This is an optimization exercise on Yosys and OpenROAD, whose aim is small area and few clock cycles, not a production implementation.
Function was checked by simulation only, so behaviour that the tests miss may differ from the original.
No activity file was given, so power comes from the tool's default toggle rates.

==> flow/run.sh <==
#!/bin/bash
# synth_recipe.tcl (not shown) runs the flow's synth.tcl, then flattens the netlist and writes it again
# the make line also repeats each setting of config.mk as NAME=value (left out here)
make -C /OpenROAD-flow-scripts/flow DESIGN_CONFIG=/design/flow/config.mk WORK_HOME=/design/flow/orfs CLKGATE_MAP_FILE= SYNTH_SCRIPT=/design/flow/synth_recipe.tcl finish
==> flow/config.mk <==
export PLATFORM = sky130hd
export DESIGN_NAME = dcache_top
export DESIGN_NICKNAME = dcache_top
export VERILOG_FILES = /design/flow/design.v
export SDC_FILE = /design/flow/constraint.sdc
export NUM_CORES = 4
export LEC_CHECK = 0
export CAP_MARGIN = 20
export CORE_MARGIN = 2
export CORE_UTILIZATION = 40
export CTS_BUF_LIST = sky130_fd_sc_hd__clkbuf_8
export SLEW_MARGIN = 20
==> flow/constraint.sdc <==
create_clock -name core_clock -period 11.0 [get_ports {clk}]
set_input_delay 2.2000 -clock core_clock [delete_from_list [all_inputs] [get_ports {clk}]]
set_output_delay 2.2000 -clock core_clock [all_outputs]
set_load 0.01 [all_outputs]
==> flow/design.v <==
`default_nettype none
package dcache_pkg;
	localparam int word_width      = 32;
	localparam int num_ways        = 2;
	localparam int num_sets        = 8;
	localparam int index_width     = 3;
	localparam int tag_width       = 26;
	localparam int words_per_block = 2;
	localparam int num_frames      = 16;
endpackage
`default_nettype wire
`timescale 1ns/1ps
`default_nettype none
module dcache (
	input  logic        clk,
	input  logic        rst_n,
	input  logic        dp_ren,
	input  logic        dp_wen,
	input  logic [31:0] dp_addr,
	input  logic [31:0] dp_store,
	input  logic        halt,
	output logic        dp_hit,
	output logic [31:0] dp_load,
	output logic        flushed,
	output logic        mem_ren,
	output logic        mem_wen,
	output logic [31:0] mem_addr,
	output logic [31:0] mem_store,
	input  logic        mem_dwait,
	input  logic [31:0] mem_load
);
	logic [25:0] tag_q  [16];   
	logic [31:0] data_q [32];   
	logic [15:0] valid_q;       
	logic [31:0] dirty_q;       
	logic [7:0]  lru_q;         
	logic        fill_q;        
	logic        fkill_q;       
	logic [25:0] ftag_q;
	logic [2:0]  fset_q;
	logic        fway_q;
	logic        fword_q;
	logic [7:0]  flset_q;
	logic        req;
	logic [25:0] dtag;
	logic [2:0]  didx;
	logic        dw;
	assign req  = dp_ren | dp_wen;
	assign dtag = dp_addr[31:6];
	assign didx = dp_addr[5:3];
	assign dw   = dp_addr[2];
	logic [7:0]  set_oh;
	always_comb begin
		for (int i = 0; i < 8; i++) begin
			set_oh[i] = halt ? flset_q[i] : (didx == 3'(i));
		end
	end
	logic [25:0] tag_r [2];         
	logic [31:0] data_r [2][2];     
	logic [1:0]  valid_r;
	logic [3:0]  dirty_r;           
	always_comb begin
		for (int w = 0; w < 2; w++) begin
			tag_r[w] = '0;
			for (int s = 0; s < 8; s++) begin
				tag_r[w] = tag_r[w] | ({26{set_oh[s]}} & tag_q[2 * s + w]);
			end
			for (int b = 0; b < 2; b++) begin
				data_r[w][b] = '0;
				for (int s = 0; s < 8; s++) begin
					data_r[w][b] = data_r[w][b] | ({32{set_oh[s]}} & data_q[4 * s + 2 * w + b]);
				end
			end
		end
		valid_r = '0;
		dirty_r = '0;
		for (int s = 0; s < 8; s++) begin
			valid_r = valid_r | ({2{set_oh[s]}} & valid_q[2 * s +: 2]);
			dirty_r = dirty_r | ({4{set_oh[s]}} & dirty_q[4 * s +: 4]);
		end
	end
	logic        m0, m1, hit, hw;
	assign m0  = valid_r[0] && (tag_r[0] == dtag);
	assign m1  = valid_r[1] && (tag_r[1] == dtag);
	assign hit = m0 | m1;
	assign hw  = m1;
	logic        victim;
	logic        dv_c, dv_o, wb_need;
	logic        wword;
	assign victim  = !valid_r[0] ? 1'b0 : (!valid_r[1] ? 1'b1 : lru_q[didx]);
	assign dv_c    = dirty_r[{victim, dw}];
	assign dv_o    = dirty_r[{victim, ~dw}];
	assign wb_need = dv_c | dv_o;
	assign wword   = dv_c ? dw : ~dw;
	logic        fl_any;
	logic        fl_way, fl_word;
	logic        any_dirty;
	assign fl_any    = |dirty_r;
	assign fl_way    = !(dirty_r[0] | dirty_r[1]);
	assign fl_word   = fl_way ? !dirty_r[2] : !dirty_r[0];
	assign any_dirty = |dirty_q;
	logic        wb_way, wb_word;
	assign wb_way  = halt ? fl_way  : victim;
	assign wb_word = halt ? fl_word : wword;
	logic pend, fill_done;
	assign pend      = fill_q && !fkill_q && (fset_q == didx) && (fway_q == hw) && (fword_q == dw);
	assign fill_done = fill_q && !mem_dwait;
	logic        fill_wr;    
	logic        hit_ok;     
	logic        miss_ok;    
	logic        clr_en;     
	logic        kill;
	always_comb begin
		hit_ok  = 1'b0;
		miss_ok = 1'b0;
		kill    = 1'b0;
		if (req && hit) begin
			if (pend) begin
				hit_ok = dp_wen || fill_done;
				kill   = dp_wen;
			end else begin
				hit_ok = !(dp_wen && fill_done && !fkill_q);
			end
		end else if (req && !fill_q && !wb_need) begin
			miss_ok = dp_wen || !mem_dwait;
		end
	end
	assign fill_wr = fill_done && !fkill_q && !kill;
	assign clr_en  = !fill_q && !mem_dwait && mem_wen;
	assign dp_hit  = hit_ok || miss_ok;
	assign flushed = halt && !any_dirty && !fill_q;
	always_comb begin
		if (hit && !pend) begin
			dp_load = hw ? data_r[1][dw] : data_r[0][dw];
		end else begin
			dp_load = mem_load;
		end
	end
	always_comb begin
		mem_ren   = 1'b0;
		mem_wen   = 1'b0;
		mem_store = data_r[wb_way][wb_word];
		if (fill_q) begin
			mem_ren  = 1'b1;
			mem_addr = {ftag_q, fset_q, fword_q, 2'b00};
		end else if (halt) begin
			mem_wen  = fl_any;
			mem_addr = {tag_r[fl_way], flset_idx(flset_q), fl_word, 2'b00};
		end else if (wb_need) begin
			mem_wen  = req && !hit;
			mem_addr = {tag_r[victim], didx, wword, 2'b00};
		end else begin
			mem_ren  = dp_ren && !hit;
			mem_addr = {dtag, didx, dw, 2'b00};
		end
	end
	function automatic logic [2:0] flset_idx(input logic [7:0] oh);
		flset_idx = 3'd0;
		for (int i = 0; i < 8; i++) begin
			if (oh[i]) flset_idx = flset_idx | 3'(i);
		end
	endfunction
	logic        wr_way;
	logic [31:0] wdata;
	logic [31:0] wr_en;
	assign wr_way = m1 | (!m0 & victim);
	assign wdata  = (dp_wen && !fill_wr) ? dp_store : mem_load;
	always_comb begin
		for (int i = 0; i < 32; i++) begin
			wr_en[i] = (fill_wr && (i == {fset_q, fway_q, fword_q})) ||
			           ((hit_ok && dp_wen || miss_ok) && (i == {didx, wr_way, dw}));
		end
	end
	always_ff @(posedge clk) begin
		for (int i = 0; i < 32; i++) begin
			if (wr_en[i]) data_q[i] <= wdata;
		end
		if (miss_ok) begin
			tag_q[{didx, victim}] <= dtag;
			ftag_q                <= dtag;
			fset_q                <= didx;
			fway_q                <= victim;
			fword_q               <= ~dw;
		end
	end
	always_ff @(posedge clk, negedge rst_n) begin
		if (!rst_n) begin
			valid_q <= '0;
			dirty_q <= '0;
			lru_q   <= '0;
			fill_q  <= 1'b0;
			fkill_q <= 1'b0;
			flset_q <= 8'd1;
		end else begin
			if (miss_ok) begin
				valid_q[{didx, victim}] <= 1'b1;
			end
			if (clr_en) begin
				dirty_q[{(halt ? flset_idx(flset_q) : didx), wb_way, wb_word}] <= 1'b0;
			end
			if (dp_hit && dp_wen) begin
				dirty_q[{didx, wr_way, dw}] <= 1'b1;
			end
			if (dp_hit) begin
				lru_q[didx] <= ~wr_way;
			end
			if (miss_ok) begin
				fill_q  <= 1'b1;
				fkill_q <= 1'b0;
			end else if (fill_done) begin
				fill_q  <= 1'b0;
			end
			if (kill) begin
				fkill_q <= 1'b1;
			end
			if (halt && !fill_q && !fl_any) begin
				flset_q <= {flset_q[6:0], flset_q[7]};
			end
		end
	end
endmodule
`default_nettype wire
`timescale 1ns/1ps
`default_nettype none
module dcache_top (
	input  wire        clk,
	input  wire        rst_n,
	input  wire        dp_ren,
	input  wire        dp_wen,
	input  wire [31:0] dp_addr,
	input  wire [31:0] dp_store,
	input  wire        halt,
	output wire        dp_hit,
	output wire [31:0] dp_load,
	output wire        flushed,
	output wire        mem_ren,
	output wire        mem_wen,
	output wire [31:0] mem_addr,
	output wire [31:0] mem_store,
	input  wire        mem_dwait,
	input  wire [31:0] mem_load
);
	dcache i_dcache (
		.clk       (clk),
		.rst_n     (rst_n),
		.dp_ren    (dp_ren),
		.dp_wen    (dp_wen),
		.dp_addr   (dp_addr),
		.dp_store  (dp_store),
		.halt      (halt),
		.dp_hit    (dp_hit),
		.dp_load   (dp_load),
		.flushed   (flushed),
		.mem_ren   (mem_ren),
		.mem_wen   (mem_wen),
		.mem_addr  (mem_addr),
		.mem_store (mem_store),
		.mem_dwait (mem_dwait),
		.mem_load  (mem_load)
	);
endmodule
`default_nettype wire
==> key figures, run 1 <==
Run status
  • Status: complete, no violations

Clock tree
  • Longest Clk Path Bufs: 4
  • CTS Buf Count: approximately 280
  • CTS root buffer: clkbuf_8
  • Clock slew at reported path FFs: around 60 ps
  • TritonCTS clock tree: done
  • H-tree depth: 5
  • CTS Hold Bufs: 0
  • Worst-Skew Late Latency: ~990 ps
  • CTS sink cnt: 1537
  • Post-CTS Setup Bufs: 0
  • # resized after CTS: 0

Synthesis
  • Synth warn: 4
  • Syn_area_per_cell: 16.0 µm²
  • Syn Inst Count: 3938
  • Synthesized area: ~63000 µm²
  • Post-synth EDFFs: approximately 1500
  • Synth Register Bits: ~1500
  • Synth cell types: 86
  • Dominant synthesized flop cell: edfxtp_1
  • Ys async rst share: 0.0429
  • Register area share after synthesis: 0.729

Timing
  • Worst hold margin: ~470 ps
  • Fin crit share: 0.965
  • Setup TNS: 0 ps
  • Fin. Hold Viols: 0
  • Max Slew Vio Count: 0
  • RSZ-0062 raised after global routing: no
  • Final setup violation count: 0
  • FMAX: between 90 and 100 MHz
  • Worst-Margin Slew: approximately 1200 ps
  • Rel. slew slack: 0.203
  • Fin crit period: about 11000 ps
  • Worst Skew: around 110 ps

Worst setup path
  • Crit Reg-Reg Startpoint: i_dcache.flset_q[5]$_DFFE_PN0P_
  • WS Path Type: in -> out
  • Reg2Reg Capture Point: i_dcache.data_q[21][13]$_DFFE_PP_
  • R2r setup slk: around 4000 ps
  • Critical Path Start: dp_addr[4]
  • Setup crit start kind: input pin
  • Max FO, Critical Path: 64
  • Required @ worst endpoint: ~8800 ps
  • CP Capture Point: dp_load[9]
  • Critical path arrival: 8420 ps
  • Element type at the critical path end: output port
  • Reg2reg path depth: 16

Placed design
  • Dpl cells: approximately 6000
  • Placer Congestion: 0.930
  • Detail Placement HPWL: 116000 µm
  • Area after DPL: just under 70000 µm²
  • Number of port buffers: roughly 200

Power
  • VDD IR max: 118 µV
  • PD cells: 192 nW/µm²
  • Leakage dissipation: around 23 nW
  • Power consumption: around 14 mW

Drt
  • DR DRC count: 0
  • Via-to-Cell Ratio: ~6.5
  • Post-route antenna net violation count: 0
  • Drt initial violations: around 6200
  • Routed WL: 208000 µm
  • DR vias: 42300
  • Total iterations of the first detailed-routing run: 9
  • WL per Instance: between 30 and 40 µm

GRT
  • Vias in the first global route: 40800
  • First-pass GRT wire length: slightly below 300000 µm
  • Overflow after GRT: 0
  • Largest net degree at the start of global routing: between 100 and 150
  • Initial antenna violation count: 7
  • Total Routing Usage GR: 0.252

Die
  • Die area: approximately 160000 µm²
  • Cell row count: about 150
  • Core ar.: between 150000 and 200000 µm²
  • Vert. Die Dim: approximately 400 µm
  • IO Count: ~200
  • Die X: 401 µm
  • Initial Util: 0.403

Layout
  • Final net count: ~4400
  • Most common cell after layout, fill and taps aside: edfxtp_1
  • Most frequent cells in the layout: 1471 x edfxtp_1, 313 x a222oi_1, 287 x clkbuf_8
  • Fillers: approximately 13000
  • Design Area, Final: 73100 µm²
  • Non-Filler Instances: roughly 6500
  • Share of cells above drive strength 1: 0.161
  • P&R area growth vs syn: 16.3%

Min path
  • Hold WC Path Type: reg -> reg

Run
  • Number of max-cap violations: 0
per-stage QoR:
stage	setup WS [ps]	utilization
after floorplan	1770	-
after global placement	534	0.437
after detailed placement	477	0.438
after CTS	473	0.468
after global routing	105	0.468
final	380	0.468
cells by family after synthesis:
| kind of cell | count (synthesis) | synth area share |
|---|---|---|
| muxes | 150 | 0.0327 |
| AOI/OAI and AO/OA | 1182 | 0.149 |
| DFF | 1537 | 0.729 |
| and+or+nand+nor | 670 | 0.0564 |
| buffers and inverters | 322 | 0.0210 |
| other | 1 | 0.0000596 |
| adders and majority gates | 25 | 0.00497 |
| xor gates and xnor gates | 51 | 0.00710 |
per-layer routing:
layer / vias up / part of all wire / wire, µm / global-route usage
met5: - / 0.00042 / 88 / 0
met4: 10 / 0.041 / 8580 / 0.105
met3: 537 / 0.11 / 23900 / 0.0537
met2: 2978 / 0.46 / 95100 / 0.390
met1: 21400 / 0.39 / 80400 / 0.346
li1: 17400 / - / - / -
power by group:
part	switching [mW]	internal, mW
clock network	2.24	2.48
logic	1.57	0.801
registers	0.122	6.86
critical path: stages:
cell             delay, ps
clkdlybuf4s50_1        510
inv_1                   50
buf_4                  150
ha_1                   350
ha_1                   290
mux2_8                 470
buf_4                  270
a222oi_1               330
nor3b_1                810
xnor2_1                120
or4_1                  480
nor4_4                 280
buf_12                 330
or2_2                  280
a21boi_4               240
buf_12                 280
nor2_1                  70
a21oi_1                210
clkdlybuf4s50_1        580
cells in the mapped netlist (26+ instances only):
cell type | count | area share
a21oi_1 | 102 | 0.0081
edfxtp_1 | 1471 | 0.70
buf_2 | 34 | 0.0027
nor2_1 | 124 | 0.0074
dfrtp_1 | 65 | 0.026
a22o_1 | 37 | 0.0052
o22ai_1 | 66 | 0.0066
a211oi_1 | 46 | 0.0055
clkbuf_1 | 216 | 0.013
buf_1 | 36 | 0.0021
mux4_2 | 35 | 0.013
a222oi_1 | 313 | 0.050
mux2_2 | 89 | 0.016
nand2_1 | 150 | 0.0090
and2_1 | 27 | 0.0027
o21ai_0 | 90 | 0.0072
o41ai_1 | 27 | 0.0038
o31a_1 | 26 | 0.0036
a22oi_1 | 282 | 0.034
xnor2_1 | 34 | 0.0047
and3_1 | 155 | 0.015
nand3_1 | 55 | 0.0044
flip-flops by register name (all words and copies together), names as in the netlist:
register and flops:
i_dcache.fway_q 1, i_dcache.fill_q 1, i_dcache.valid_q 16, i_dcache.tag_q 416, i_dcache.fword_q 1, i_dcache.data_q 1024, i_dcache.ftag_q 26, i_dcache.lru_q 8
i_dcache.fset_q 3, i_dcache.dirty_q 32, i_dcache.flset_q 8, i_dcache.fkill_q 1
layout make-up:
class | count | area [µm²] | area share
clock buffers | 287 | 3950 | 0.0540
repair buffers | 371 | 3450 | 0.0472
clock inverters | 162 | 741 | 0.0101
multi-input cells | 2080 | 16500 | 0.225
diodes | 4 | 10.0 | 0.000137
flip-flops and latches | 1537 | 45800 | 0.627
inverters | 23 | 86.3 | 0.00118
well taps | 2058 | 2570 | 0.0352
worst min-delay path by stage:
stage / start / endpoint / slack, ps / depth (start not counted)
floorplan: i_dcache.valid_q[8]$_DFFE_PN0P_ / i_dcache.valid_q[8]$_DFFE_PN0P_ / 440 / 1
global placement: i_dcache.valid_q[1]$_DFFE_PN0P_ / i_dcache.valid_q[1]$_DFFE_PN0P_ / 450 / 1
detailed placement: i_dcache.valid_q[4]$_DFFE_PN0P_ / i_dcache.valid_q[4]$_DFFE_PN0P_ / 460 / 1
CTS: i_dcache.valid_q[4]$_DFFE_PN0P_ / i_dcache.valid_q[4]$_DFFE_PN0P_ / 470 / 1
global route: i_dcache.valid_q[15]$_DFFE_PN0P_ / i_dcache.valid_q[15]$_DFFE_PN0P_ / 480 / 1
finish: i_dcache.valid_q[15]$_DFFE_PN0P_ / i_dcache.valid_q[15]$_DFFE_PN0P_ / 470 / 1
Testbench counts, summed over its fixed seeds: cycles 45,194.
==> inputs of run 2 (changes only) <==
--- a/flow/config.mk
+++ b/flow/config.mk
@@ -8,5 +8,4 @@
 export CAP_MARGIN = 20
 export CORE_MARGIN = 2
 export CORE_UTILIZATION = 40
-export CTS_BUF_LIST = sky130_fd_sc_hd__clkbuf_8
 export SLEW_MARGIN = 20
==> run 2 against run 1 <==
Against the previous run:
- clock power up 15%
- worst setup slack worse by 39 ps
- die area unchanged
- synthesized area unchanged
- sequential share of layout area shrank 0.53 points
- highest routed layer unchanged
- critical endpoint unchanged
- non-clock buffer count is the same
- maximum frequency shrank 0.36%
- critical path type unchanged
- combinational power hardly changed
==> key figures, run 2 <==
Clock tree
  • CTS sink cnt: 1537 (unchanged)
  • Post-CTS Setup Bufs: 0 (unchanged)
  • Clock slew at reported path FFs: 60 ps (about the same)
  • # resized after CTS: 0 (unchanged)
  • Worst-Skew Late Latency: 830 ps (was 990 ps)
  • CTS root buffer: clkbuf_16 (was clkbuf_8)
  • Longest Clk Path Bufs: 3 (was 4)
  • TritonCTS clock tree: done (unchanged)
  • CTS Buf Count: 160 (was 275)
  • H-tree depth: 4 (was 5)
  • CTS Hold Bufs: 0 (unchanged)

Layout
  • Max reg flops: 1024 (unchanged)
  • Final Core Density: 0.472 (was 0.468)
  • Non-Filler Instances: 6368 (was 6522)
  • Most frequent cells in the layout: 1471 x edfxtp_1, 313 x a222oi_1, 282 x a22oi_1 (was 1471 x edfxtp_1, 313 x a222oi_1, 287 x clkbuf_8)
  • Final net count: 4300 (was 4415)
  • Share of cells above drive strength 1: 0.150 (was 0.161)
  • Largest register by flop count: i_dcache.data_q (unchanged)
  • Largest registers: i_dcache.data_q (1024), i_dcache.tag_q (416), i_dcache.dirty_q (32) (unchanged)
  • Most common cell after layout, fill and taps aside: edfxtp_1 (unchanged)
  • P&R area growth vs syn: 17.3% (was 16.3%)

Timing
  • Setup TNS: 0 ps (unchanged)
  • RSZ-0062 raised after global routing: no (unchanged)
  • Final setup violation count: 0 (unchanged)
  • Fin crit share: 0.969 (was 0.965)
  • Max Slew Vio Count: 0 (unchanged)
  • Rel. slew slack: 0.191 (was 0.203)
  • Worst-Margin Slew: 1210 ps (was 1200 ps)
  • FMAX: 93.8 MHz (was 94.2 MHz)
  • Fin. Hold Viols: 0 (unchanged)
  • Worst Skew: 70.2 ps (was 110 ps)
  • Fin crit period: 10660 ps (was 10620 ps)

Power
  • Switch share: 0.273 (was 0.279)
  • Switching Power: 4.03 mW (was 3.93 mW)
  • PD cells: 200 nW/µm² (was 192 nW/µm²)
  • Share of total power in sequential cells: 0.473 (was 0.496)
  • Internal: 10.7 mW (was 10.1 mW)
  • Clock network fraction of total power: 0.367 (was 0.335)
  • Leakage dissipation: 22.7 nW (was 22.9 nW)
  • Proportion of power drawn by combinational gates: 0.160 (was 0.168)
  • VDD IR max: 171 µV (was 118 µV)

GRT
  • Largest net degree at the start of global routing: 133 (unchanged)
  • First-pass GRT wire length: 293000 µm (was 296000 µm)
  • Total Routing Usage GR: 0.250 (was 0.252)
  • Vias in the first global route: 39900 (was 40800)
  • Overflow after GRT: 0 (unchanged)
  • Initial antenna violation count: 7 (unchanged)

Synthesis
  • Synthesized area: 62900 µm² (unchanged)
  • Post-synth EDFFs: 1471 (unchanged)
  • Synth Register Bits: 1537 (unchanged)
  • Commonest cells in the netlist: 1471 x edfxtp_1, 313 x a222oi_1, 282 x a22oi_1 (unchanged)
  • Synth warn: 4 (unchanged)
  • Syn Inst Count: 3938 (unchanged)
  • Ys async rst share: 0.0429 (unchanged)
  • Register area share after synthesis: 0.729 (unchanged)
  • Dominant synthesized flop cell: edfxtp_1 (unchanged)
  • Share of the synthesized area in the top cell type: 0.702 (unchanged)
  • Area contributors post-synth: edfxtp_1 70%, a222oi_1 5.0%, a22oi_1 3.4%, dfrtp_1 2.6%, mux2_2 1.6% (unchanged)
  • Synth cell types: 86 (unchanged)
  • Area leader, netlist: edfxtp_1 (unchanged)
  • Syn_area_per_cell: 16.0 µm² (unchanged)
  • Most common cell in the netlist: edfxtp_1 (unchanged)

Drt
  • Post-route antenna net violation count: 0 (unchanged)
  • DR DRC count: 0 (unchanged)
  • Routed WL: 206000 µm (was 208000 µm)
  • Via-to-Cell Ratio: 6.56 (was 6.49)
  • Drt initial violations: 6581 (was 6177)
  • Total iterations of the first detailed-routing run: 9 (unchanged)
  • WL per Instance: 32.3 µm (was 31.9 µm)
  • DR vias: 41800 (was 42300)

Worst setup path
  • Max FO, Critical Path: 64 (unchanged)
  • Setup crit start kind: input pin (unchanged)
  • Reg2reg path depth: 16 (unchanged)
  • Element type at the critical path end: output port (unchanged)
  • Required @ worst endpoint: 8800 ps (about the same)
  • Critical path arrival: 8460 ps (was 8420 ps)
  • WS Path Type: in -> out (unchanged)

Die
  • IO Count: 202 (unchanged)
  • Vert. Die Dim: 401 µm (unchanged)
  • Initial Util: 0.403 (unchanged)
  • Cell row count: 145 (unchanged)
  • Die area: 160000 µm² (unchanged)
  • Die X: 401 µm (unchanged)
  • Core ar.: 156000 µm² (unchanged)

Run status
  • Status: complete, no violations (unchanged)

Min path
  • Cell depth of the worst hold path: 1 (unchanged)
  • Hold WC Path Type: reg -> reg (unchanged)

Placed design
  • Number of port buffers: 197 (unchanged)
  • Dpl cells: 6068 (unchanged)
  • Placer Congestion: 0.930 (unchanged)
  • Detail Placement HPWL: 116000 µm (unchanged)

Run
  • Number of max-cap violations: 0 (unchanged)
==> run 2: cell types whose count changed in the layout (fill, tap and decap cells not counted), moves of 3 or more <==
| cell | delta |
|---|---|
| inv_1 | -105 |
| clkbuf_1 | +25 |
| clkinv_4 | +3 |
| clkinvlp_4 | +4 |
| clkbuf_16 | +163 |
| clkinv_2 | +16 |
| clkbuf_8 | -283 |
| diode_2 | -3 |
| bufinv_16 | +9 |
| clkinv_16 | +8 |
==> run 2: cell families after synthesis <==
logic type,after synthesis,share of synthesized area
flip-flops,1537,0.729
AO/OA/AOI/OAI,1182,0.149
AND/OR/NAND/NOR,670,0.0564
buffers and inverters,322,0.0210
multiplexers,150,0.0327
XOR/XNOR,51,0.00710
adder cells (fa/ha/maj),25,0.00497
other,1,0.0000596
==> run 2: power groups by stage <==
| stage | clock network [mW] | registers, mW | logic, mW |
|---|---|---|---|
| detailed placement | 0 | 7.10 | 2.33 |
| finish | 5.42 | 6.98 | 2.36 |
| CTS | 5.47 | 6.98 | 2.34 |
| global placement | 0 | 7.09 | 2.31 |
| global route | 5.72 | 7.01 | 2.49 |
| floorplan | 0 | 7.07 | 1.19 |
==> run 2: layout make-up <==
class                      instances  area, µm²
tap                             2058       2570
multi-input combinational       2080      16500
sequential                      1537      45800
fill                           13300      82500
clock buffer                     192       4230
clock inverter                   106       1100
antenna                            1       2.50
timing repair buffer             371       3450
inverter                          23       86.3
==> run 2: final timing paths <==
| path | slack [ps] | to | start |
|---|---|---|---|
| max in group asynchronous | 8670 | i_dcache.fill_q$_DFFE_PN0P_ | rst_n |
| worst min-delay path | 470 | i_dcache.valid_q[4]$_DFFE_PN0P_ | i_dcache.valid_q[4]$_DFFE_PN0P_ |
| worst min register to register | 470 | i_dcache.valid_q[4]$_DFFE_PN0P_ | i_dcache.valid_q[4]$_DFFE_PN0P_ |
| worst max-delay path | 340 | dp_load[9] | dp_addr[4] |
| worst max register to register | 3940 | i_dcache.data_q[21][13]$_DFFE_PP_ | i_dcache.flset_q[5]$_DFFE_PN0P_ |
| min in group asynchronous | 1620 | i_dcache.dirty_q[19]$_DFF_PN0_ | rst_n |
==> run 2: routing by layer <==
layer | part of all wire | vias up | global-route usage | routed length [µm]
met5 | 0.00038 | - | 0 | 79
met4 | 0.037 | 12 | 0.0952 | 7660
met3 | 0.11 | 452 | 0.0521 | 23100
met2 | 0.46 | 2831 | 0.387 | 94100
met1 | 0.39 | 21300 | 0.348 | 80900
li1 | - | 17200 | - | -
==> run 2: stage by stage <==
stage	area, µm²	hold slack, ps	worst slack [ps]	power, mW
after floorplan	62900	435	1770	8.26
after global placement	68300	449	534	9.40
after detailed placement	68400	457	477	9.43
after CTS	73700	469	472	14.8
after global routing	73700	478	110	15.2
final	73700	471	341	14.8
==> run 2: worst max-delay path, stage by stage <==
cell             delay, ps
clkdlybuf4s50_1        520
inv_1                   50
buf_4                  150
ha_1                   350
ha_1                   290
mux2_8                 470
buf_4                  270
a222oi_1               350
nor3b_1                820
xnor2_1                120
or4_1                  490
nor4_4                 280
buf_12                 320
or2_2                  270
a21boi_4               240
buf_12                 290
nor2_1                  70
a21oi_1                220
clkdlybuf4s50_1        580
==> inputs of run 3 (changes only) <==
--- a/flow/config.mk
+++ b/flow/config.mk
@@ -7,5 +7,7 @@
 export LEC_CHECK = 0
 export CAP_MARGIN = 20
 export CORE_MARGIN = 2
-export CORE_UTILIZATION = 40
+export CORE_UTILIZATION = 60
+export CTS_CLUSTER_DIAMETER = 150
+export CTS_CLUSTER_SIZE = 20
 export SLEW_MARGIN = 20
==> run 3 against run 2 <==
Against the previous run:
- the layout now fails its checks (negative setup slack)
- synthesized area unchanged
- first-iteration DRC count grew 28%
- count of clock-buffer cells in the layout down 92
- critical endpoint is now dp_load[18]
- largest cell class unchanged
==> key figures, run 3 <==
Synthesis
  • Most common cell in the netlist: edfxtp_1 (unchanged)
  • Synth Register Bits: 1537 (unchanged)
  • Synth warn: 4 (unchanged)
  • Multiplexer share of the synthesized area: 0.0327 (unchanged)
  • Commonest cells in the netlist: 1471 x edfxtp_1, 313 x a222oi_1, 282 x a22oi_1 (unchanged)
  • Syn_area_per_cell: 16.0 µm² (unchanged)
  • Post-Synth XOR/XNOR Area: 0.00710 (unchanged)
  • Area contributors post-synth: edfxtp_1 70%, a222oi_1 5.0%, a22oi_1 3.4%, dfrtp_1 2.6%, mux2_2 1.6% (unchanged)
  • Post-Synth Adder-Cell Area: 0.00497 (unchanged)
  • Register area share after synthesis: 0.729 (unchanged)
  • Dominant synthesized flop cell: edfxtp_1 (unchanged)
  • Synth cell types: 86 (unchanged)
  • Synthesized area: 62900 µm² (unchanged)
  • Area leader, netlist: edfxtp_1 (unchanged)
  • Share of the synthesized area in the top cell type: 0.702 (unchanged)
  • Post-synth EDFFs: 1471 (unchanged)
  • Ys async rst share: 0.0429 (unchanged)
  • Syn Inst Count: 3938 (unchanged)
  • Post-Synth Simple-Gate Area: 0.0564 (unchanged)
  • Post-synthesis compound-gate area fraction: 0.149 (unchanged)
  • Largest family of logic cells by synthesized area: compound AO/OA/AOI/OAI gates (unchanged)

Drt
  • Via-to-Cell Ratio: 7.69 (was 6.56)
  • WL per Instance: 37.7 µm (was 32.3 µm)
  • Routed WL: 207000 µm (was 206000 µm)
  • Total iterations of the first detailed-routing run: 10 (was 9)
  • Drt initial violations: 8415 (was 6581)
  • DR DRC count: 0 (unchanged)
  • Post-route antenna net violation count: 0 (unchanged)
  • DR vias: 42100 (was 41800)

Die
  • Initial Util: 0.606 (was 0.403)
  • IO Count: 202 (unchanged)
  • Die X: 328 µm (was 401 µm)
  • Core ar.: 104000 µm² (was 156000 µm²)
  • Cell row count: 118 (was 145)
  • Die area: 107000 µm² (was 160000 µm²)
  • Vert. Die Dim: 328 µm (was 401 µm)

Timing
  • Final worst slack: -8.30 ps (was 341 ps)
  • Fin crit share: 1.00 (was 0.969)
  • Max Slew Vio Count: 0 (unchanged)
  • Rel. slew slack: 0.192 (was 0.191)
  • RSZ-0062 raised after global routing: no (unchanged)
  • Fin. Hold Viols: 0 (unchanged)
  • Worst-Margin Slew: 1210 ps (about the same)
  • Final setup violation count: 1 (was 0)
  • FMAX: 90.8 MHz (was 93.8 MHz)
  • Fin crit period: 11010 ps (was 10660 ps)
  • Worst Skew: 30.3 ps (was 70.2 ps)

Placed design
  • Place WS: 194 ps (was 477 ps)
  • Placer Congestion: 0.950 (was 0.930)
  • Number of port buffers: 197 (unchanged)
  • Area after DPL: 67400 µm² (was 68400 µm²)
  • Dpl cells: 5374 (was 6068)
  • Detail Placement HPWL: 118000 µm (was 116000 µm)

Min path
  • Hold WC Path Type: reg -> reg (unchanged)

Run status
  • Failed Checks: negative setup slack
  • Status: finished with violations (was complete, no violations)

GRT
  • Vias in the first global route: 40500 (was 39900)
  • Largest net degree at the start of global routing: 129 (was 133)
  • Total Routing Usage GR: 0.380 (was 0.250)
  • Initial antenna violation count: 7 (unchanged)
  • First-pass GRT wire length: 290000 µm (was 293000 µm)
  • Overflow after GRT: 0 (unchanged)

Clock tree
  • CTS Buf Count: 86 (was 160)
  • H-tree depth: 3 (was 4)
  • CTS root buffer: clkbuf_16 (unchanged)
  • CTS sink cnt: 1537 (unchanged)
  • Longest Clk Path Bufs: 3 (unchanged)
  • TritonCTS clock tree: done (unchanged)
  • Worst-Skew Late Latency: 700 ps (was 830 ps)
  • Clock slew at reported path FFs: 80 ps (was 60 ps)

Layout
  • Non-Filler Instances: 5480 (was 6368)
  • Design Area, Final: 69700 µm² (was 73700 µm²)
  • Fillers: 6880 (was 13300)
  • Share of cells above drive strength 1: 0.120 (was 0.150)
  • N_diodes: 0 (was 1)
  • Most frequent cells in the layout: 1471 x edfxtp_1, 313 x a222oi_1, 282 x a22oi_1 (unchanged)
  • Largest register by flop count: i_dcache.data_q (unchanged)
  • Max reg flops: 1024 (unchanged)
  • P&R area growth vs syn: 10.9% (was 17.3%)
  • Final net count: 4209 (was 4300)
  • Largest registers: i_dcache.data_q (1024), i_dcache.tag_q (416), i_dcache.dirty_q (32) (unchanged)
  • Most common cell after layout, fill and taps aside: edfxtp_1 (unchanged)

Worst setup path
  • Max FO, Critical Path: 48 (was 64)
  • Critical path arrival: 8810 ps (was 8460 ps)
  • Setup crit start kind: input pin (unchanged)
  • WS Path Type: in -> out (unchanged)
  • Required @ worst endpoint: 8800 ps (about the same)
  • Element type at the critical path end: output port (unchanged)

Run
  • Number of max-cap violations: 0 (unchanged)

Power
  • PD cells: 181 nW/µm² (was 200 nW/µm²)
  • VDD IR max: 167 µV (was 171 µV)
  • Leakage dissipation: 21.1 nW (was 22.7 nW)
  • Power consumption: 12.6 mW (was 14.8 mW)
-- run 3: worst paths after layout --
| check | slack, ps | to | depth (start not counted) | startpoint |
|---|---|---|---|---|
| max | -8 | dp_load[18] | 19 | dp_addr[4] |
| min in group asynchronous | 1720 | i_dcache.flset_q[1]$_DFFE_PN0P_ | 2 | rst_n |
| min | 480 | i_dcache.valid_q[1]$_DFFE_PN0P_ | 1 | i_dcache.valid_q[1]$_DFFE_PN0P_ |
| max in group asynchronous | 8640 | i_dcache.flset_q[6]$_DFFE_PN0P_ | 2 | rst_n |
| max reg2reg | 3720 | i_dcache.data_q[30][4]$_DFFE_PP_ | 15 | i_dcache.flset_q[4]$_DFFE_PN0P_ |
| min reg2reg | 480 | i_dcache.valid_q[1]$_DFFE_PN0P_ | 1 | i_dcache.valid_q[1]$_DFFE_PN0P_ |
-- run 3: cell families (layout without fill, tap and decap cells) --
kind of cell,after synthesis,after routing
multiplexers,150,150
buffers and inverters,322,483
AND/OR/NAND/NOR,670,670
flip-flops,1537,1537
AO/OA/AOI/OAI,1182,1182
other,1,2
adder cells (fa/ha/maj),25,25
XOR/XNOR,51,51
-- run 3: critical path, cell delays in order --
cell and delay, ps:
clkdlybuf4s50_1 530, inv_1 160, ha_1 250, ha_1 430, mux2_8 620, a221o_1 450
a2111oi_2 480, xnor2_1 300, a2111oi_0 460, nand3_1 190, nor4_4 460, buf_4 220
buf_4 140, or2_2 190, a21boi_4 510, buf_12 280, nor2_1 60, a21oi_1 170
clkdlybuf4s50_1 580
-- run 3: area by class of cell --
type                       instances  area, µm²  share of cell area
multi-input combinational       2080      16500               0.236
tap                             1380       1730              0.0248
clock buffer                     100       2230              0.0319
clock inverter                     6        106             0.00153
sequential                      1537      45800               0.657
timing repair buffer             354       3250              0.0467
inverter                          23       86.3             0.00124
-- run 3: power by group --
| part | internal [mW] | switching [mW] | leakage (nW) |
|---|---|---|---|
| registers | 6.85 | 0.128 | 14.1 |
| clock network | 1.44 | 1.79 | 1.13 |
| logic | 0.796 | 1.59 | 5.88 |
| total | 9.09 | 3.50 | 21.1 |
-- run 3: per-stage QoR --
stage | utilization | TNS, ps | hold WS, ps
after floorplan | - | 0 | 435
after global placement | 0.649 | 0 | 449
after detailed placement | 0.649 | 0 | 457
after CTS | 0.672 | 0 | 478
after global routing | 0.672 | 0 | 492
final | 0.672 | -8.30 | 479
-- run 3: what timing repair did --
| action | CTS | global route |
|---|---|---|
| hold buffers | 0 | 0 |
| setup endpoints to repair | 0 | 30 |
| resized for setup | 0 | 5 |
| setup buffers | 0 | 0 |
-- run 3: routing by layer --
metal,global-route usage,share of wire,up-vias
li1,-,-,16900
met1,0.544,0.36,21200
met2,0.562,0.45,3590
met3,0.112,0.15,470
met4,0.132,0.039,6
met5,0,0.00017,-
==> inputs of run 4 (changes only) <==
--- a/flow/design.v
+++ b/flow/design.v
@@ -87,7 +87,11 @@
 	logic        victim;
 	logic        dv_c, dv_o, wb_need;
 	logic        wword;
-	assign victim  = !valid_r[0] ? 1'b0 : (!valid_r[1] ? 1'b1 : lru_q[didx]);
+	logic [1:0] nd0, nd1;
+	assign nd0     = 2'(dirty_r[0]) + 2'(dirty_r[1]);
+	assign nd1     = 2'(dirty_r[2]) + 2'(dirty_r[3]);
+	assign victim  = !valid_r[0] ? 1'b0 : (!valid_r[1] ? 1'b1 :
+	                 (nd0 < nd1) ? 1'b0 : ((nd1 < nd0) ? 1'b1 : lru_q[didx]));
 	assign dv_c    = dirty_r[{victim, dw}];
 	assign dv_o    = dirty_r[{victim, ~dw}];
 	assign wb_need = dv_c | dv_o;
==> run 4 against run 3 <==
Against the previous run:
- the run now finishes clean
- via count shrank 0.28%
- worst setup slack improved by 280 ps
- final cell count grew 0.20%
- flip-flop and latch count is the same
- register-to-register slack got worse by 790 ps
- clock power hardly changed
- sequential power up 2%
- die area hardly changed
- largest cell class unchanged
- largest power group unchanged
==> key figures, run 4 <==
Synthesis
  • Synth Register Bits: 1537 (unchanged)
  • Area leader, netlist: edfxtp_1 (unchanged)
  • Synthesized area: 62900 µm² (about the same)
  • Commonest cells in the netlist: 1471 x edfxtp_1, 358 x a222oi_1, 283 x a22oi_1 (was 1471 x edfxtp_1, 313 x a222oi_1, 282 x a22oi_1)
  • Area contributors post-synth: edfxtp_1 70%, a222oi_1 5.7%, a22oi_1 3.4%, dfrtp_1 2.6%, mux2_2 1.8% (was edfxtp_1 70%, a222oi_1 5.0%, a22oi_1 3.4%, dfrtp_1 2.6%, mux2_2 1.6%)
  • Synth warn: 4 (unchanged)
  • Post-synth EDFFs: 1471 (unchanged)
  • Synth cell types: 85 (was 86)
  • Dominant synthesized flop cell: edfxtp_1 (unchanged)
  • Syn_area_per_cell: 15.9 µm² (was 16.0 µm²)
  • Register area share after synthesis: 0.729 (about the same)
  • Syn Inst Count: 3952 (was 3938)
  • Most common cell in the netlist: edfxtp_1 (unchanged)
  • Share of the synthesized area in the top cell type: 0.703 (was 0.702)
  • Ys async rst share: 0.0429 (unchanged)

Drt
  • WL per Instance: 36.7 µm (was 37.7 µm)
  • Met3 Wirelength: 26000 µm (was 31200 µm)
  • Via-to-Cell Ratio: 7.65 (was 7.69)
  • Drt initial violations: 7275 (was 8415)
  • DR DRC count: 0 (unchanged)
  • Metal1 wirelength: 69800 µm (was 75300 µm)
  • Top Metal Used: met5 (unchanged)
  • Total iterations of the first detailed-routing run: 11 (was 10)
  • Routed WL: 202000 µm (was 207000 µm)
  • Post-route antenna net violation count: 0 (unchanged)
  • DR vias: 42000 (was 42100)
  • Met2 routed WL: 94300 µm (was 92400 µm)

Worst setup path
  • WS Path Type: in -> out (unchanged)
  • Element type at the critical path end: output port (unchanged)
  • CP Cell Sequence: clkdlybuf4s50_1, inv_1, ha_1, ha_1, mux2_8, buf_12, a22o_1, a2111oi_0, a21oi_1, nor4_1, nand4_1, nor4_4, buf_4, buf_12, mux4_2, mux2_2, clkdlybuf4s50_1 (was clkdlybuf4s50_1, inv_1, ha_1, ha_1, mux2_8, a221o_1, a2111oi_2, xnor2_1, a2111oi_0, nand3_1, nor4_4, buf_4, buf_4, or2_2, a21boi_4, buf_12, nor2_1, a21oi_1, clkdlybuf4s50_1)
  • Required @ worst endpoint: 8800 ps (about the same)
  • Critical path arrival: 8530 ps (was 8810 ps)
  • Slowest cell on crit path: a2111oi_0 (was mux2_8)
  • Worst Path Buf+Inv: 6 (unchanged)
  • Max FO, Critical Path: 73 (was 48)
  • Setup crit start kind: input pin (unchanged)
  • Family with the most delay on the worst path: buffers and inverters (was compound AO/OA/AOI/OAI gates)
  • Worst stage delay on the critical path: 1030 ps (was 620 ps)

Clock tree
  • CTS Hold Bufs: 0 (unchanged)
  • TritonCTS clock tree: done (unchanged)
  • H-tree depth: 3 (unchanged)
  • Worst-Skew Late Latency: 720 ps (was 700 ps)
  • CTS root buffer: clkbuf_16 (unchanged)
  • Clock slew at reported path FFs: 80 ps (about the same)
  • Post-CTS Setup Bufs: 0 (unchanged)
  • CTS sink cnt: 1537 (unchanged)
  • # resized after CTS: 0 (unchanged)
  • Longest Clk Path Bufs: 3 (unchanged)
  • CTS Buf Count: 86 (unchanged)

Power
  • Leakage dissipation: 21.8 nW (was 21.1 nW)
  • PD cells: 231 nW/µm² (was 181 nW/µm²)
  • VDD IR max: 253 µV (was 167 µV)

Run
  • Number of max-cap violations: 0 (unchanged)

GRT
  • Largest net degree at the start of global routing: 136 (was 129)
  • Initial antenna violation count: 7 (unchanged)
  • Total Routing Usage GR: 0.371 (was 0.380)
  • Overflow after GRT: 0 (unchanged)
  • First-pass GRT wire length: 286000 µm (was 290000 µm)
  • Vias in the first global route: 40900 (was 40500)

Timing
  • FMAX: 93.2 MHz (was 90.8 MHz)
  • Setup TNS: 0 ps (was -8.30 ps)
  • Rel. slew slack: 0.149 (was 0.192)
  • Worst hold margin: 458 ps (was 479 ps)
  • Max Slew Vio Count: 0 (unchanged)
  • Fin. Hold Viols: 0 (unchanged)
  • Worst-Margin Slew: 1240 ps (was 1210 ps)
  • Fin crit period: 10730 ps (was 11010 ps)
  • Final setup violation count: 0 (was 1)
  • Fin crit share: 0.975 (was 1.00)
  • Worst Skew: 49.5 ps (was 30.3 ps)
  • RSZ-0062 raised after global routing: no (unchanged)

Layout
  • Most frequent cells in the layout: 1471 x edfxtp_1, 358 x a222oi_1, 283 x a22oi_1 (was 1471 x edfxtp_1, 313 x a222oi_1, 282 x a22oi_1)
  • Final net count: 4223 (was 4209)
  • Fillers: 7017 (was 6880)
  • Most common cell after layout, fill and taps aside: edfxtp_1 (unchanged)
  • Share of cells above drive strength 1: 0.121 (was 0.120)
  • Max reg flops: 1024 (unchanged)
  • Largest register by flop count: i_dcache.data_q (unchanged)
  • P&R area growth vs syn: 11.0% (was 10.9%)
  • Largest registers: i_dcache.data_q (1024), i_dcache.tag_q (416), i_dcache.dirty_q (32) (unchanged)

Die
  • Die X: 328 µm (about the same)
  • Initial Util: 0.606 (about the same)
  • IO Count: 202 (unchanged)
  • Cell row count: 118 (unchanged)
  • Die area: 107000 µm² (about the same)
  • Vert. Die Dim: 328 µm (about the same)
  • Core ar.: 104000 µm² (unchanged)

Placed design
  • Number of port buffers: 197 (unchanged)
  • Placer Congestion: 0.945 (was 0.950)
  • Detail Placement HPWL: 113000 µm (was 118000 µm)

Run status
  • Status: complete, no violations (was finished with violations)

Min path
  • Hold WC Path Type: reg -> reg (unchanged)
## run 4: cells by family (layout without fill, tap and decap cells)
| group | count (synthesis) | after routing | synth area share |
|---|---|---|---|
| AOI/OAI and AO/OA | 1167 | 1167 | 0.149 |
| xor gates and xnor gates | 50 | 50 | 0.00697 |
| adders and majority gates | 30 | 30 | 0.00593 |
| buffers and inverters | 339 | 496 | 0.0212 |
| DFF | 1537 | 1537 | 0.729 |
| muxes | 162 | 162 | 0.0348 |
| other | 1 | 3 | 0.0000596 |
| and+or+nand+nor | 666 | 666 | 0.0533 |
## run 4: path summary, 6_finish.rpt
| path | slack, ps | to | from | depth (start not counted) |
|---|---|---|---|---|
| max reg2reg | 2930 | i_dcache.data_q[11][29]$_DFFE_PP_ | i_dcache.flset_q[6]$_DFFE_PN0P_ | 23 |
| min | 460 | i_dcache.valid_q[13]$_DFFE_PN0P_ | i_dcache.valid_q[13]$_DFFE_PN0P_ | 1 |
| min reg2reg | 460 | i_dcache.valid_q[13]$_DFFE_PN0P_ | i_dcache.valid_q[13]$_DFFE_PN0P_ | 1 |
| max in group asynchronous | 8660 | i_dcache.flset_q[2]$_DFFE_PN0P_ | rst_n | 2 |
| min in group asynchronous | 1660 | i_dcache.lru_q[0]$_DFFE_PN0N_ | rst_n | 2 |
| max | 270 | dp_load[20] | dp_addr[3] | 17 |
## run 4: worst register-to-register path, stage by stage (launching register included)
cell      delay [ps]
dfrtp_2          390
buf_4            280
and2_1           320
or2_4            330
a222oi_1         270
and3_1           290
inv_1            110
ha_1             190
inv_1             60
ha_1             230
a21oi_1          130
a41o_1           150
o31a_1           210
nor2_2            90
buf_4            270
o21ai_4          190
inv_1            230
nor3_1           460
nand2_1          260
inv_2            120
buf_4            790
o211ai_1         630
o32ai_4          980
buf_4            660
## run 4: area by class of cell
cell class | count | area [µm²] | area share
diodes | 1 | 2.50 | 0.0000359
clock inverters | 7 | 105 | 0.00151
well taps | 1380 | 1730 | 0.0247
repair buffers | 356 | 3360 | 0.0481
multi-input cells | 2077 | 16400 | 0.236
clock buffers | 99 | 2200 | 0.0315
flip-flops and latches | 1537 | 45800 | 0.657
inverters | 34 | 128 | 0.00183
## run 4: layer usage
| layer | GRT usage | vias up |
|---|---|---|
| met5 | 0 | - |
| met4 | 0.189 | 8 |
| met3 | 0.0764 | 647 |
| met2 | 0.590 | 3523 |
| met1 | 0.490 | 20900 |
| li1 | - | 16900 |
## run 4: power by group
group | internal (mW) | total (mW) | switching (mW)
registers | 6.96 | 7.15 | 0.186
clock network | 1.43 | 3.21 | 1.79
logic | 1.98 | 5.79 | 3.81
total | 10.4 | 16.2 | 5.78
## run 4: per-stage QoR
stage | area (µm²) | utilization | cells | total power [mW] | setup slack [ps]
2_1_floorplan | 62900 | - | 3953 | 10.3 | 1060
3_3_place_gp | 67500 | 0.650 | 5383 | 12.8 | 498
3_5_place_dp | 67500 | 0.650 | 5383 | 12.9 | 415
4_1_cts | 69800 | 0.672 | 5489 | 16.0 | 489
5_1_grt | 69800 | 0.672 | 5490 | 16.6 | 251
6_report | 69800 | 0.673 | 5491 | 16.2 | 272
Testbench counts of run 4, summed over its fixed seeds: cycles 41,193.

==> separate check: timing with driven ports <==
In the flow no input, the clock included, has a driving cell. The finished layouts below were timed again as built, in two steps.
Step 1, drivers: a clkbuf_16 drives clk and a buf_2 each remaining input, both assumed.
Step 2 times the ports against the registers' clock, not the clock port: input delays grow and output delays shrink by t, the midpoint of the rising clock arrivals with the driver on.
Three values: no drivers, after step 1, after step 2; two values: the first two.
run | t, ns | setup slack, ns | clock arrival spread, ns
run 1 | 1.016 | 0.380 / 0.338 / 0.338 | 0.110 / 0.110
run 2 | 0.877 | 0.341 / 0.299 / 0.299 | 0.070 / 0.070
run 3 | 0.760 | -0.008 / -0.031 / -0.031 | 0.031 / 0.031
run 4 | 0.776 | 0.272 / 0.244 / 0.181 | 0.049 / 0.049
For run 4, which loses most, drivers alone change the setup slack by -0.028 ns; drivers and shift together by -0.091 ns.
